What follows belongs to an exercise in optimizing a design on an open flow for small area; a production flow would make more cautious choices. Where RTL was checked, it was by simulation tests only, not by an equivalence proof against the original. The clock port is modelled as an ideal driver; clocking choices that lean on that would not hold on a real chip. Power figures rest on the tool's default switching activity, not on a simulated workload.

Setup of job 3453:
// color_tracker
module color_tracker #(
  parameter int SUM_BITS = 32  
) (
  input  logic        clk_pixel,
  input  logic        sys_rst,
  input  logic [15:0] pixel,
  input  logic [24:0] timing,
  input  logic [2:0]  channel_sel,
  input  logic [7:0]  lower_bound,
  input  logic [7:0]  upper_bound,
  input  logic [1:0]  bg_sel,
  input  logic [1:0]  target_sel,
  output logic [23:0] pixel_out,
  output logic [24:0] timing_out,
  output logic [10:0] x_com,
  output logic [9:0]  y_com,
  output logic        com_valid
);
clock: 6.7 ns
lec_check: 0
cap_margin: 20
core_margin: 2
core_utilization: 40
place_density: 0.6
slew_margin: 20
synth_hierarchical: 1
run.sh (not shown) runs the stock make flow with config.mk's settings and CLKGATE_MAP_FILE= SYNTH_SCRIPT=/design/flow/synth_recipe.tcl, a recipe that flattens the netlist after the stock synthesis.
Job 3453 finished all stages; the layout is clean.
What job 5008 does differently from job 3453 at the input level:
# job 3453
export LEC_CHECK = 0
export CAP_MARGIN = 20
export CORE_MARGIN = 2
export CORE_UTILIZATION = 40
export PLACE_DENSITY = 0.6
export SLEW_MARGIN = 20
export SYNTH_HIERARCHICAL = 1
create_clock -name core_clock -period 6.7 [get_ports {clk_pixel}]
# job 5008
export LEC_CHECK = 0
export CAP_MARGIN = 20
export CORE_MARGIN = 2
export CORE_UTILIZATION = 40
export CTS_CLUSTER_DIAMETER = 100
export CTS_CLUSTER_SIZE = 30
export PLACE_DENSITY = 0.6
export SLEW_MARGIN = 20
export SYNTH_HIERARCHICAL = 1
create_clock -name core_clock -period 6.7 [get_ports {clk_pixel}]
==> flow/flow/run.sh (new file) <==
#!/bin/bash
# The standard layout (standard synthesis and ORFS flow), with one change:
# the port buffers use the smallest buffer cell instead of the default pick.
set -uo pipefail
export BUFFER_PORTS_ARGS="-buffer_cell sky130_fd_sc_hd__buf_1"
bash standard.sh finish > standard_flow.log 2>&1
status=$?
cp -r orfs/logs/sky130hd/color_tracker/base flow_logs 2>/dev/null || true
exit $status
==> flow/standard.sh (new file) <==
#!/bin/bash
# synth_recipe.tcl (not shown) runs the flow's synth.tcl, then flattens the netlist and writes it again
# the make line also repeats each setting of config.mk as NAME=value (left out here)
make -C /OpenROAD-flow-scripts/flow DESIGN_CONFIG=/design/flow/config.mk WORK_HOME=/design/flow/orfs CLKGATE_MAP_FILE= SYNTH_SCRIPT=/design/flow/synth_recipe.tcl "${@:-finish}"
removed: flow/run.sh
[summary]
- On via count, the higher figure sits with job 3453, not job 5008.
- Across both runs, relative contribution of combinational cells to total power was higher for job 5008 than for job 3453.
- For the shortest clock period the worst path allows after layout, job 5008 came in 0.014 ns higher than job 3453 did.
- Job 5008 against job 3453: number of buffers inserted for hold repair after clock tree synthesis level; critical path depth now sits at about the same level.
- Relative to job 3453, the pin count of the biggest net entering global routing measured on job 5008 has increased by more than half.
- Share of the clock period used by the worst path after layout on job 5008 is up relative to job 3453.
- Job 5008 ended up with fewer standard cells than job 3453.
- Summary of job 5008 over job 3453: hold slack went up by 0.0092 ns, number of buffers other than clock buffers in the final layout went down by about 3%, clock buffer count went down by 33.
## Diff of input files: job 2417 against job 5008
# job 5008
export LEC_CHECK = 0
export CAP_MARGIN = 20
export CORE_MARGIN = 2
export CORE_UTILIZATION = 40
export CTS_CLUSTER_DIAMETER = 100
export CTS_CLUSTER_SIZE = 30
export PLACE_DENSITY = 0.6
export SLEW_MARGIN = 20
export SYNTH_HIERARCHICAL = 1
create_clock -name core_clock -period 6.7 [get_ports {clk_pixel}]
# job 2417
export LEC_CHECK = 0
export CAP_MARGIN = 20
export CORE_MARGIN = 2
export CORE_UTILIZATION = 40
export CTS_CLUSTER_DIAMETER = 50
export CTS_CLUSTER_SIZE = 35
export PLACE_DENSITY = 0.6
export SLEW_MARGIN = 20
export SYNTH_HIERARCHICAL = 1
create_clock -name core_clock -period 6.7 [get_ports {clk_pixel}]
Findings:
On combinational cell power, job 5008 and job 2417 are basically level.
Leakage dissipation (job 2417 vs. job 5008) increases by a few percent
Job 5008 → job 2417: layout clock buffer count now sits higher; overall power after layout now sits higher; maximum frequency now sits at about the same level; post-layout worst setup margin now sits lower.

## lane 1
color_tracker, a different RTL version from the one above (not shown whole).
Size in the first run: about 1,300 cells after synthesis, roughly 330 flip-flops, ~140 I/O pins.
export LEC_CHECK = 0
export CAP_MARGIN = 20
export CORE_MARGIN = 2
export CORE_UTILIZATION = 40
export CTS_BUF_LIST = sky130_fd_sc_hd__clkbuf_8
export CTS_CLUSTER_DIAMETER = 50
export CTS_CLUSTER_SIZE = 20
export PLACE_DENSITY = 0.6
export SLEW_MARGIN = 20
export SYNTH_HIERARCHICAL = 1
create_clock -name core_clock -period 6.7 [get_ports {clk_pixel}]
standard.sh (not shown) runs the stock make flow with config.mk's settings and CLKGATE_MAP_FILE= SYNTH_SCRIPT=/design/flow/synth_recipe.tcl, a recipe that flattens the netlist after the stock synthesis.
==> flow/flow/run.sh <==
#!/bin/bash
# The standard layout (standard synthesis and ORFS flow), with two changes:
# the port buffers use the smallest buffer cell instead of the default pick,
# and after the post-placement repair and after clock tree synthesis, cells on
# paths with slack are downsized.
set -uo pipefail
export BUFFER_PORTS_ARGS="-buffer_cell sky130_fd_sc_hd__buf_1"
export POST_RESIZE_TCL="$PWD/flow/recover.tcl"
export POST_CTS_TCL="$PWD/flow/recover_cts.tcl"
bash standard.sh finish > standard_flow.log 2>&1
==> flow/flow/recover.tcl <==
# after global placement and its design repair: give back area on paths with
# timing slack by downsizing cells
puts "recover: area before [sta::format_area [rsz::design_area] 0]"
repair_timing -recover_power 100 -verbose
puts "recover: area after [sta::format_area [rsz::design_area] 0]"
==> flow/flow/recover_cts.tcl <==
# after clock tree synthesis and its timing repair: give back area on paths
# with timing slack by downsizing cells, then legalize the placement again
puts "recover: area before [sta::format_area [rsz::design_area] 0]"
estimate_parasitics -placement
repair_timing -recover_power 100 -verbose
detailed_placement
check_placement -verbose
puts "recover: area after [sta::format_area [rsz::design_area] 0]"
Lane 1 ended with every stage complete and zero timing, DRC or antenna violations.
> inputs changed (lane 1 -> lane 2)
- swapping 50 for 80 in CTS_CLUSTER_DIAMETER
Findings:
Clock-buffer cell count (higher): lane 1. [lane 2] total routed wirelength fell 0.62% relative to lane 1. Diff lane 2..lane 1 | first-iteration DRC count | negligible. Compared with lane 1, in lane 2 worst hold slack grew by 0.0090 ns; switching power share of the total grew by 0.84 points; detailed-route via count shrank by 1.2%; share of the core filled with cells shrank by 1.4 points.
Modified inputs, lane 3 compared to lane 2
- a change of CTS_CLUSTER_SIZE from 20 to 16
[summary]
Looking at lane 3 and lane 2, the worst-case headroom to the max-slew limit is a wash.
Total inserted antenna cells across lane 3 and lane 2: no real change.
Lane 2 → lane 3: overall power moved up; global placement routability congestion level.
#### Input delta (lane 4 over lane 3)
- a change of CTS_BUF_LIST from sky130_fd_sc_hd__clkbuf_8 to sky130_fd_sc_hd__clkbuf_4 sky130_fd_sc_hd__clkbuf_8
- a change of CTS_CLUSTER_DIAMETER from 80 to 60
- a change of CTS_CLUSTER_SIZE from 16 to 12
==> comparison <==
Lane 4 has completed all stages; timing, DRC and antenna checks passed. Going from lane 3 to lane 4, final instance area grew by 1.6%; global-route track usage on met2 held steady; number of clock buffers in the layout grew by 15.
No functional check of the RTL was part of any run of this note.

## job 6104
Another version of the RTL of color_tracker (not shown whole).
Size in the first run: ~1100 cells after synthesis, about 330 flip-flops.
==> flow/config.mk <==
export PLATFORM = sky130hd
export DESIGN_NAME = color_tracker
export DESIGN_NICKNAME = color_tracker
export VERILOG_FILES = /design/flow/design.v
export SDC_FILE = /design/flow/constraint.sdc
export NUM_CORES = 4
export LEC_CHECK = 0
export CAP_MARGIN = 20
export CORE_MARGIN = 2
export CORE_UTILIZATION = 40
export CTS_BUF_LIST = sky130_fd_sc_hd__clkbuf_8
export CTS_CLUSTER_DIAMETER = 80
export CTS_CLUSTER_SIZE = 16
export PLACE_DENSITY = 0.6
export SLEW_MARGIN = 20
export SYNTH_HIERARCHICAL = 1
==> flow/constraint.sdc <==
create_clock -name core_clock -period 6.7 [get_ports {clk_pixel}]
set_input_delay 1.3400 -clock core_clock [delete_from_list [all_inputs] [get_ports {clk_pixel}]]
set_output_delay 1.3400 -clock core_clock [all_outputs]
set_load 0.01 [all_outputs]
==> flow/flow/run.sh <==
#!/bin/bash
# The standard layout (standard synthesis and ORFS flow), with these changes:
# the port buffers use the smallest buffer cell instead of the default pick;
# after the post-placement repair and after clock tree synthesis, cells on
# paths with slack are downsized; clock tree synthesis adds no dummy loads.
set -uo pipefail
export BUFFER_PORTS_ARGS="-buffer_cell sky130_fd_sc_hd__buf_1"
export POST_RESIZE_TCL="$PWD/flow/recover.tcl"
export POST_CTS_TCL="$PWD/flow/recover_cts.tcl"
export CTS_ARGS="-sink_clustering_enable -repair_clock_nets -sink_clustering_size 16 -sink_clustering_max_diameter 80 -buf_list sky130_fd_sc_hd__clkbuf_8 -dont_use_dummy_load"
bash standard.sh finish > standard_flow.log 2>&1
Scripts as last shown in full above: flow/flow/recover.tcl, flow/flow/recover_cts.tcl
Job 6104 completed every stage of the flow, and the final layout passed the timing, design-rule and antenna checks.
Here is what was changed in the inputs of job 4433 compared with job 6104.
# job 6104
export LEC_CHECK = 0
export CAP_MARGIN = 20
export CORE_MARGIN = 2
export CORE_UTILIZATION = 40
export CTS_BUF_LIST = sky130_fd_sc_hd__clkbuf_8
export CTS_CLUSTER_DIAMETER = 80
export CTS_CLUSTER_SIZE = 16
export PLACE_DENSITY = 0.6
export SLEW_MARGIN = 20
export SYNTH_HIERARCHICAL = 1
create_clock -name core_clock -period 6.7 [get_ports {clk_pixel}]
# job 4433
export LEC_CHECK = 0
export CAP_MARGIN = 20
export CORE_MARGIN = 2
export CORE_UTILIZATION = 40
export CTS_BUF_LIST = sky130_fd_sc_hd__clkbuf_16
export CTS_CLUSTER_DIAMETER = 100
export CTS_CLUSTER_SIZE = 30
export PLACE_DENSITY = 0.6
export SLEW_MARGIN = 20
export SYNTH_HIERARCHICAL = 1
create_clock -name core_clock -period 6.7 [get_ports {clk_pixel}]
--- a/flow/flow/run.sh
+++ b/flow/flow/run.sh
@@ -10 +10 @@
-export CTS_ARGS="-sink_clustering_enable -repair_clock_nets -sink_clustering_size 16 -sink_clustering_max_diameter 80 -buf_list sky130_fd_sc_hd__clkbuf_8 -dont_use_dummy_load"
+export CTS_ARGS="-sink_clustering_enable -repair_clock_nets -sink_clustering_size 30 -sink_clustering_max_diameter 100 -buf_list sky130_fd_sc_hd__clkbuf_16 -dont_use_dummy_load"
==> run notes <==
Compared with job 6104, in job 4433 internal power consumption went up 2.2%, net count reported at finish decreased by about 0.7% relative to the old numbers, global routing usage on met3 dropped 0.42 points, overall routed net length has decreased, worst reg-to-reg path cell count was more or less identical. [compare] base=job 6104 new=job 4433: final total power went up 52 uW, least setup slack across all paths after layout rose 3.2 ps.
The inputs of job 7625 differ from those of job 4433 as listed below.
# job 4433
export LEC_CHECK = 0
export CAP_MARGIN = 20
export CORE_MARGIN = 2
export CORE_UTILIZATION = 40
export CTS_BUF_LIST = sky130_fd_sc_hd__clkbuf_16
export CTS_CLUSTER_DIAMETER = 100
export CTS_CLUSTER_SIZE = 30
export PLACE_DENSITY = 0.6
export SLEW_MARGIN = 20
export SYNTH_HIERARCHICAL = 1
create_clock -name core_clock -period 6.7 [get_ports {clk_pixel}]
# job 7625
export LEC_CHECK = 0
export CAP_MARGIN = 20
export CORE_MARGIN = 2
export CORE_UTILIZATION = 40
export CTS_BUF_LIST = sky130_fd_sc_hd__clkbuf_8
export CTS_CLUSTER_DIAMETER = 80
export CTS_CLUSTER_SIZE = 16
export GPL_ROUTABILITY_DRIVEN = 0
export GPL_TIMING_DRIVEN = 0
export PLACE_DENSITY = 0.6
export SLEW_MARGIN = 20
export SYNTH_HIERARCHICAL = 1
create_clock -name core_clock -period 6.7 [get_ports {clk_pixel}]
==> flow/flow/run.sh <==
#!/bin/bash
# The standard layout (standard synthesis and ORFS flow), with two changes:
# the port buffers use the smallest buffer cell instead of the default pick,
# and after the post-placement repair and after clock tree synthesis, cells on
# paths with slack are downsized.
set -uo pipefail
export BUFFER_PORTS_ARGS="-buffer_cell sky130_fd_sc_hd__buf_1"
export POST_RESIZE_TCL="$PWD/flow/recover.tcl"
export POST_CTS_TCL="$PWD/flow/recover_cts.tcl"
bash standard.sh finish > standard_flow.log 2>&1
==> comparison <==
Side by side, proportion of total power due to net switching turned out higher in job 7625 than in job 4433.
Job 7625 vs. job 4433: logic depth of the worst path, buffers included increased about 5%, vertical die dimension essentially unchanged, number of nets at the end of the flow increased 23.
Job 7625 — wire length on met2 58 um higher, job 4433 as reference
Cmp job 7625 and job 4433 / maximum frequency / higher: job 4433
Job 7625 vs job 4433, total power went down by 28 uW.
Share of the clock period used by the worst path after layout: job 7625 vs job 4433 up 1.4 points
In the tables for job 7625 and job 4433, combinational power share reads higher with job 4433.
Compared with job 4433, in job 7625 first-pass GRT wire length saw a decrease; required time of the worst setup path increased 30 ps.

-- afterwards: timing with drivers on the ports --
Ports are ideal in the flow. The routed layouts listed here were re-timed in OpenROAD.
Step 1: set_driving_cell puts a clkbuf_16 on clk_pixel and a buf_2 on each other input, an assumption about the parent block.
Step 2 adds t to the input delays and takes it off the output delays; t is the mean of the earliest and latest rising clock arrival at the registers after step 1. Input paths then give back, and output paths get back, about the clock's delay inside the block.
Slacks: ideal / step 1 / step 2; pairs: ideal / step 1.
| run | shift t [ns] | setup WS [ns] | worst setup path at the end | worst slew at a driven data input, ns |
|---|---|---|---|---|
| job 3453 | 0.562 | 0.330 / 0.330 / 0.330 | register to register | 0.07 |
| job 5008 | 0.559 | 0.316 / 0.315 / 0.315 | register to register | 0.04 |
| job 2417 | 0.634 | 0.300 / 0.300 / 0.300 | register to register | 0.04 |
| lane 1 | 0.589 | 0.336 / 0.336 / 0.336 | register to register | 0.06 |
| lane 2 | 0.607 | 0.380 / 0.380 / 0.380 | register to register | 0.06 |
| lane 3 | 0.623 | 0.396 / 0.396 / 0.396 | register to register | 0.06 |
| lane 4 | 0.601 | 0.364 / 0.364 / 0.364 | register to register | 0.06 |
| job 6104 | 0.608 | 0.372 / 0.372 / 0.372 | register to register | 0.07 |
| job 4433 | 0.516 | 0.375 / 0.375 / 0.375 | register to register | 0.06 |
| job 7625 | 0.615 | 0.279 / 0.279 / 0.279 | register to register | 0.05 |
After both steps setup and hold are still met in every run listed. The setup slack of job 5008, which loses most, moves by -0.001 ns with the drivers and by -0.001 ns with both steps.
